Source: an optimization exercise on an open RTL-to-GDS flow (aim: small area). Production flows keep margins and buffers that such runs may drop. Function was checked by simulation only, so behaviour that the tests miss may differ from the original. No activity file was given, so power comes from the tool's default toggle rates.

[flow/config.mk]
export PLATFORM = sky130hd
export DESIGN_NAME = cctv_motion_top
export DESIGN_NICKNAME = cctv_motion_top
export VERILOG_FILES = /design/flow/design.v
export SDC_FILE = /design/flow/constraint.sdc
export NUM_CORES = 4
export LEC_CHECK = 0
export CAP_MARGIN = 20
export CORE_MARGIN = 2
export CORE_UTILIZATION = 40
export SLEW_MARGIN = 20
[flow/constraint.sdc]
create_clock -name core_clock -period 7.0 [get_ports {pclk}]
set_input_delay 1.4000 -clock core_clock [delete_from_list [all_inputs] [get_ports {pclk}]]
set_output_delay 1.4000 -clock core_clock [all_outputs]
set_load 0.01 [all_outputs]
[flow/design.v]
`default_nettype none
package cctv_pkg;
    localparam int frame_width  = 16;                          
    localparam int frame_height = 12;                          
    localparam int frame_pixels = frame_width * frame_height;  
    localparam int pix_addr_w   = $clog2(frame_pixels);        
    localparam int diff_count_w = $clog2(frame_pixels + 1);    
    localparam int line_cnt_w   = $clog2(frame_height + 1);    
    typedef logic [11:0]             rgb_t;         
    typedef logic [3:0]              gray_t;        
    typedef logic [pix_addr_w-1:0]   pix_addr_t;    
    typedef logic [diff_count_w-1:0] diff_count_t;  
    typedef logic [line_cnt_w-1:0]   line_cnt_t;    
    typedef logic [7:0]              cam_byte_t;    
    typedef logic [3:0]              pix_thresh_t;  
    typedef logic [7:0]              det_thresh_t;  
    typedef logic [7:0]              gray_sum_t;    
    localparam gray_sum_t gray_w_red   = 8'd5;
    localparam gray_sum_t gray_w_green = 8'd9;
    localparam gray_sum_t gray_w_blue  = 8'd2;
endpackage
`default_nettype wire
`timescale 1ns/1ps
`default_nettype none
module camera_capture (
    input  wire                   pclk,
    input  wire                   rst_n,
    input  wire                   href,
    input  wire                   vref,
    input  wire cctv_pkg::cam_byte_t ov7670_data,
    output logic                  pix_valid,    
    output cctv_pkg::pix_addr_t   pix_addr,     
    output cctv_pkg::rgb_t        pix_rgb,      
    output logic                  frame_end     
);
    logic                  byte_phase;  
    cctv_pkg::cam_byte_t   first_byte;  
    logic                  vref_d;      
    logic                  href_d;      
    cctv_pkg::pix_addr_t   wr_addr;     
    logic                  addr_full;   
    cctv_pkg::line_cnt_t   line_cnt;    
    logic                  vref_rise;
    logic                  href_fall;
    logic                  accept;      
    cctv_pkg::rgb_t        packed_rgb;
    assign vref_rise = vref & ~vref_d;
    assign href_fall = href_d & ~href;
    assign accept = ~addr_full &
                    (line_cnt != cctv_pkg::line_cnt_t'(cctv_pkg::frame_height));
    assign packed_rgb = {first_byte[7:4],                  
                         first_byte[2:0], ov7670_data[7],  
                         ov7670_data[4:1]};                
    always_ff @(posedge pclk or negedge rst_n) begin
        if (!rst_n) begin
            byte_phase    <= 1'b0;
            vref_d        <= 1'b0;
            href_d        <= 1'b0;
            wr_addr       <= '0;
            addr_full     <= 1'b0;
            line_cnt      <= '0;
            pix_valid <= 1'b0;
            frame_end <= 1'b0;
        end else begin
            vref_d        <= vref;
            href_d        <= href;
            pix_valid <= 1'b0;
            frame_end <= vref_rise;                       
            if (vref) begin
                byte_phase <= 1'b0;                           
                wr_addr    <= '0;
                addr_full  <= 1'b0;
                line_cnt   <= '0;
            end else if (href) begin
                byte_phase <= ~byte_phase;
                if (byte_phase && accept) begin
                    pix_valid <= 1'b1;                    
                    wr_addr       <= wr_addr + cctv_pkg::pix_addr_t'(1);
                    if (wr_addr == cctv_pkg::pix_addr_t'(cctv_pkg::frame_pixels - 1)) begin
                        addr_full <= 1'b1;                    
                    end
                end
            end else begin
                byte_phase <= 1'b0;                           
                if (href_fall &&
                    line_cnt != cctv_pkg::line_cnt_t'(cctv_pkg::frame_height)) begin
                    line_cnt <= line_cnt + cctv_pkg::line_cnt_t'(1);
                end
            end
        end
    end
    always_ff @(posedge pclk) begin
        if (href && !byte_phase) begin
            first_byte <= ov7670_data;                        
        end
        if (href && byte_phase) begin
            pix_rgb  <= packed_rgb;
            pix_addr <= wr_addr;
        end
    end
endmodule
`default_nettype wire
`timescale 1ns/1ps
`default_nettype none
module motion_differ (
    input  wire                     pclk,
    input  wire                     rst_n,
    input  wire                     pix_valid,
    input  wire cctv_pkg::pix_addr_t pix_addr,
    input  wire cctv_pkg::rgb_t     pix_rgb,
    input  wire                     frame_end,
    input  wire cctv_pkg::pix_thresh_t pixel_threshold,
    output logic                    diff_valid,
    output logic                    diff_hit,
    output logic                    frame_done
);
    cctv_pkg::gray_t     prev_mem [cctv_pkg::frame_pixels];  
    cctv_pkg::gray_sum_t gray_sum;
    cctv_pkg::gray_t     cur_gray;    
    cctv_pkg::gray_t     prev_gray;   
    cctv_pkg::gray_t     abs_diff;
    logic                primed;      
    assign gray_sum = cctv_pkg::gray_sum_t'(pix_rgb[11:8]) * cctv_pkg::gray_w_red
                    + cctv_pkg::gray_sum_t'(pix_rgb[7:4])  * cctv_pkg::gray_w_green
                    + cctv_pkg::gray_sum_t'(pix_rgb[3:0])  * cctv_pkg::gray_w_blue;
    assign cur_gray = gray_sum[7:4];                           
    assign prev_gray = prev_mem[pix_addr];
    assign abs_diff  = (cur_gray > prev_gray) ? cur_gray - prev_gray
                                              : prev_gray - cur_gray;
    always_ff @(posedge pclk) begin
        if (pix_valid) begin
            prev_mem[pix_addr] <= cur_gray;                
        end
    end
    always_ff @(posedge pclk or negedge rst_n) begin
        if (!rst_n) begin
            diff_valid <= 1'b0;
            diff_hit   <= 1'b0;
            frame_done <= 1'b0;
            primed     <= 1'b0;
        end else begin
            diff_valid <= pix_valid;                       
            frame_done <= frame_end;
            if (frame_end) begin
                primed <= 1'b1;                                
            end
            if (pix_valid) begin
                diff_hit <= primed && (abs_diff > pixel_threshold);
            end else begin
                diff_hit <= 1'b0;
            end
        end
    end
endmodule
`default_nettype wire
`timescale 1ns/1ps
`default_nettype none
module motion_counter (
    input  wire                     pclk,
    input  wire                     rst_n,
    input  wire                     diff_valid,
    input  wire                     diff_hit,
    input  wire                     frame_done,
    input  wire cctv_pkg::det_thresh_t detection_threshold,
    output logic                    motion_detected,
    output logic [15:0]             motion_detected_led,
    output cctv_pkg::diff_count_t   diff_pixel_cnt,
    output logic                    motion_update
);
    cctv_pkg::diff_count_t run_cnt;   
    logic                  hit;
    assign hit = diff_valid & diff_hit;
    always_ff @(posedge pclk or negedge rst_n) begin
        if (!rst_n) begin
            run_cnt <= '0;
        end else if (frame_done) begin
            run_cnt <= hit ? cctv_pkg::diff_count_t'(1) : '0;  
        end else if (hit) begin
            run_cnt <= run_cnt + cctv_pkg::diff_count_t'(1);
        end
    end
    always_ff @(posedge pclk or negedge rst_n) begin
        if (!rst_n) begin
            motion_update   <= 1'b0;
            motion_detected <= 1'b0;
            diff_pixel_cnt  <= '0;
        end else begin
            motion_update <= frame_done;                        
            if (frame_done) begin
                diff_pixel_cnt  <= run_cnt;
                motion_detected <= (run_cnt > detection_threshold);  
            end
        end
    end
    assign motion_detected_led = {16{motion_detected}};
endmodule
`default_nettype wire
`timescale 1ns/1ps
`default_nettype none
module cctv_motion_top (
    input  wire                     pclk,
    input  wire                     rst_n,
    input  wire                     href,
    input  wire                     vref,
    input  wire cctv_pkg::cam_byte_t   ov7670_data,
    input  wire cctv_pkg::pix_thresh_t pixel_threshold,
    input  wire cctv_pkg::det_thresh_t detection_threshold,
    output logic                    motion_detected,
    output logic [15:0]             motion_detected_led,
    output cctv_pkg::diff_count_t   diff_pixel_cnt,
    output logic                    motion_update
);
    logic                pix_valid;    
    cctv_pkg::pix_addr_t pix_addr;     
    cctv_pkg::rgb_t      pix_rgb;      
    logic                frame_end;    
    logic diff_valid;             
    logic diff_hit;               
    logic frame_done;             
    camera_capture u_capture (
        .pclk        (pclk),
        .rst_n       (rst_n),
        .href        (href),
        .vref        (vref),
        .ov7670_data (ov7670_data),
        .pix_valid   (pix_valid),
        .pix_addr    (pix_addr),
        .pix_rgb     (pix_rgb),
        .frame_end   (frame_end)
    );
    motion_differ u_differ (
        .pclk            (pclk),
        .rst_n           (rst_n),
        .pix_valid       (pix_valid),
        .pix_addr        (pix_addr),
        .pix_rgb         (pix_rgb),
        .frame_end       (frame_end),
        .pixel_threshold (pixel_threshold),
        .diff_valid      (diff_valid),
        .diff_hit        (diff_hit),
        .frame_done      (frame_done)
    );
    motion_counter u_counter (
        .pclk                (pclk),
        .rst_n               (rst_n),
        .diff_valid          (diff_valid),
        .diff_hit            (diff_hit),
        .frame_done          (frame_done),
        .detection_threshold (detection_threshold),
        .motion_detected     (motion_detected),
        .motion_detected_led (motion_detected_led),
        .diff_pixel_cnt      (diff_pixel_cnt),
        .motion_update       (motion_update)
    );
endmodule
`default_nettype wire
[flow/run.sh]
#!/bin/bash
# synth_recipe.tcl (not shown) runs the flow's synth.tcl, then flattens the netlist and writes it again
# the make line also repeats each setting of config.mk as NAME=value (left out here)
make -C /OpenROAD-flow-scripts/flow DESIGN_CONFIG=/design/flow/config.mk WORK_HOME=/design/flow/orfs CLKGATE_MAP_FILE= SYNTH_SCRIPT=/design/flow/synth_recipe.tcl finish
==> results.txt <==
metal layers:
| metal | up-vias | wire length, um |
|---|---|---|
| met5 | - | 0 |
| li1 | 7716 | - |
| met3 | 133 | 6370 |
| met1 | 9191 | 33610 |
| met4 | 0 | 1878 |
| met2 | 705 | 39310 |
layout by cell type, fill, tap and decap left out, drive strengths merged, types with 7 or more instances in the layout:
cell	netlist	routed
xor2	14	14
mux2	16	16
clkdlybuf4s50	0	48
buf	67	42
a211oi	7	7
dfxtp	8	8
nor3	16	16
o22ai	25	25
nand3	29	29
clkinv	0	30
nand2	72	72
a22oi	54	54
edfxtp	795	795
ha	38	38
a21oi	27	27
nor2	233	233
dfrtp	40	40
mux4	156	156
nand4	23	23
o21ai	31	31
nor2b	21	21
nor4	7	7
clkbuf	46	115
fa	9	9
mux2i	84	84
inv	31	35
registers in the layout (all words and copies together), names as in the netlist, 4 cells and up, named ones only:
register,cells
u_capture.first_byte,7
u_capture.line_cnt,4
u_capture.pix_addr,8
u_capture.pix_rgb,12
u_capture.wr_addr,8
u_counter.diff_pixel_cnt,8
u_counter.run_cnt,8
u_differ.prev_mem,768
metrics by stage:
stage | setup TNS (ns) | instances | power, W
after CTS | 0 | 3196 | 0.01171
after global routing | 0 | 3198 | 0.01201
after floorplan | -0.05600 | 1919 | 0.006851
final | 0 | 3198 | 0.01160
after global placement | 0 | 3038 | 0.007225
after detailed placement | 0 | 3038 | 0.007279
kinds of logic (layout without fill, tap and decap cells):
group / Yosys count / count (layout)
AO/OA/AOI/OAI: 175 / 175
buffers and inverters: 144 / 279
XOR/XNOR: 20 / 20
flip-flops: 843 / 843
multiplexers: 256 / 256
adder cells (fa/ha/maj): 47 / 47
AND/OR/NAND/NOR: 434 / 434
synth_stat cells, drive strengths merged (5+ instances only):
cell type and count:
a2111oi 5, a211oi 7, a21oi 27, a22oi 54
a31oi 5, and2 5, and3 5, buf 67
clkbuf 46, dfrtp 40, dfxtp 8, edfxtp 795
fa 9, ha 38, inv 31, mux2 16
mux2i 84, mux4 156, nand2 72, nand3 29
nand4 23, nor2 233, nor2b 21, nor3 16
nor4 7, o21ai 31, o22ai 25, xnor2 6
xor2 14
critical path, delay by kind of cell (launching register included):
family                   cells  cell delay, ns
adder cells (fa/ha/maj)      9            3.01
AND/OR/NAND/NOR              4            0.69
AO/OA/AOI/OAI                6            0.98
XOR/XNOR                     1            0.20
buffers and inverters        2            0.23
flip-flops                   1            0.43
multiplexers                 1            0.27
power by group through the flow:
stage	Combinational (W)	Clock, W	Sequential, W
3_5_place_dp	0.00111	0	0.00617
5_1_grt	0.00119	0.00474	0.00607
3_3_place_gp	0.00106	0	0.00617
6_report	0.00108	0.00446	0.00607
4_1_cts	0.00111	0.00454	0.00606
2_1_floorplan	0.000663	0	0.00619
how the worst min path moves through the flow:
stage | from | endpoint | slack (ns) | cells past startpoint
3_5_place_dp | u_capture.vref_d | u_capture.frame_end | 0.39 | 1
6_report | u_capture.vref_d | u_capture.frame_end | 0.39 | 1
5_1_grt | u_capture.frame_end | u_differ.frame_done | 0.42 | 0
2_1_floorplan | u_capture.frame_end | u_differ.frame_done | 0.35 | 0
3_3_place_gp | u_capture.frame_end | u_differ.frame_done | 0.38 | 0
4_1_cts | u_capture.vref_d | u_capture.frame_end | 0.39 | 1
final cells by class:
class / count / area (sq um)
timing repair buffer: 90 / 904.6
fill: 7170 / 46240
inverter: 31 / 116.4
clock inverter: 43 / 420.4
multi-input combinational: 932 / 8547
sequential: 843 / 25040
tap: 1144 / 1431
clock buffer: 115 / 2313
==> key figures <==
Run status
  – Status: no timing/DRC/antenna violations

GRT
  – GR Layer Usage met1: 0.2527
  – Met2 Use GR: 0.2963
  – Largest net degree at the start of global routing: 195
  – Gr usage total: 0.1834
  – Grt ovf: 0
  – Number of global-route vias before repair: 18370
  – Global-route wire length before repair: 121200 um
  – Grt peak-use layer: met2
  – Antenna violations before repair: 0
  – Global Route met3 Usage: 0.03782

Pwr
  – Sequential power share: 0.523
  – P_int: 0.008883 W
  – Net Sw Frac: 0.2344
  – Worst VDD drop: 0.0003266 V
  – Comb power frac: 0.093
  – Power density over cell area: 299.2 nW/um^2
  – Psw: 0.002719 W
  – Leak: 12.53 nW
  – Clock network fraction of total power: 0.384

Worst hold path
  – Worst hold path class: flip-flop to flip-flop

Route
  – WL/cell: 25.38 um
  – Via/cell ratio: 5.549
  – Residual DRC: 0
  – Routed via count: 17750
  – Drt first pass iters: 6
  – Final ANT Viol Nets: 0
  – DRT Wirelength: 81180 um
  – DR iter-0 viols: 2007

Clocking
  – # Post-CTS Setup Buffers: 0
  – CTS Buffer Depth: 3
  – Clock root cell: clkbuf_16
  – H-Tree Depth: 3
  – # clock sinks: 843
  – Hold Buf Count CTS: 0
  – Post-CTS sizing: 0
  – CTS tree: built
  – Clock latency on the worst-skew pair: 0.64 ns
  – Num CTS Buffers: 86
  – Clk pin slew, worst setup/hold paths: 0.06 ns

STA
  – Setup-failing EPs final: 0
  – Final Hold Fails: 0
  – RSZ-0062 raised after global routing: no
  – Final min period: 5.902 ns
  – Setup ws final: 1.098 ns
  – Final Slew Violations: 0
  – Slew at the pin closest to its max-slew limit: 1.259 ns
  – Worst Hold Margin: 0.3902 ns
  – Clock skew: 0.02874 ns
  – Fmax: 169.4 MHz
  – Period utilization: 0.8431
  – Slew margin rel.: 0.1582

Cells and area
  – Antenna diodes: 0
  – Final Util: 0.4561
  – Fraction of layout cells with a size suffix above 1: 0.1694
  – Final Cell Area: 38770 sq um
  – Final net count: 2055
  – Area grow syn2layout: 13.15%

Floorplan
  – Ports: 50
  – Chip width: 296.7 um
  – Area of the core: 85010 sq um
  – Initial core utilization: 0.4031
  – Full die area: 88030 sq um
  – Row Count: 107
  – Die H: 296.7 um

Synth
  – Synth area leader: edfxtp_1
  – Synth Cell Area: 34270 sq um
  – Main combinational cell family by area after synthesis: multiplexers
  – Compound-Gate Fraction of Synth Area: 0.03392
  – Post-synthesis simple-gate area fraction: 0.05608
  – Area share of xor/xnor cells in the synthesized design: 0.005112
  – Asr flop ratio synth: 0.04745
  – Syn avg cell area: 17.86 sq um
  – Number of synthesized flops with an enable pin: 795
  – Synthesized instance count: 1919
  – Mux cell area share after synthesis: 0.1323
  – Yosys reg bits: 843
  – Yosys cell types: 59
  – Syn_nets: 1990
  – Yosys Warn Count: 3
  – Fraction of the mapped netlist area in adder cells: 0.01913
  – Largest cells by area after synthesis: edfxtp_1 70%, mux4_2 10%, dfrtp_1 2.9%
  – Most used DFF post-synth: edfxtp_1
  – Share of the synthesized area in the top cell type: 0.6966
  – Register area share after synthesis: 0.7305

Setup path
  – Crit end category: flip-flop
  – Reg-to-Reg Start: u_capture.pix_rgb[11]
  – Worst path slowest cell: fa_1
  – Crit path max fanout: 21
  – Worst setup path start: u_capture.pix_rgb[11]
  – Arr. time, crit path: 6.43 ns
  – Worst path required time: 7.53 ns
  – RR Endpoint: u_differ.diff_hit
  – Slowest stage delay, CP: 0.53 ns
  – Reg2Reg Setup Slack: 1.10 ns
  – Crit-path cells: ha_1, ha_1, fa_1, ha_1, ha_1, fa_1, ha_4, nor2b_1, o21a_1, nor2_4, inv_1, fa_1, inv_1, a21o_1, a21oi_1, a41oi_2, mux2i_1, xor2_1, ha_1, o21ai_0, nand2b_1, a21oi_1, nor2_1
  – CP Capture Point: u_differ.diff_hit
  – Cell mode on critical path: ha_1
  – Critical path class: flip-flop to flip-flop
  – R2R depth: 23
  – CP Launch Type: flip-flop

Job
  – Total of max-cap violations: 0

Place
  – Pre-CTS WS: 1.096 ns
  – DP Area: 36010 sq um
  – # port buffers: 49
  – Detailed Place HPWL: 51020 um
  – GPL Wtd Cong: 0.8149

==> afterwards: timing with drivers on the ports <==
The results above use ideal ports. As a check the final layout listed here was re-extracted and re-timed, cells and wires unchanged. Step 1: set_driving_cell puts a clkbuf_16 on pclk and a buf_2 on each other input, an assumption about the parent block. Step 2 moves the port delays by t, midway between the first and last clock arrival at a register: inputs arrive t later, outputs are due t later. That takes back most of the time a late clock gives input paths. Three values: no drivers, after step 1, after step 2; two values: the first two.
t (ns): 0.694
setup slack, ns: 1.098 / 1.098 / 1.098
hold slack, ns: 0.390 / 0.390 / 0.390
latest minus earliest clock arrival (ns): 0.029 / 0.029
worst slew at a driven data input, ns: 0.06
After both steps setup and hold are still met in this run. The setup slack of this run moves by 0.000 ns with the drivers and by 0.000 ns with both steps.
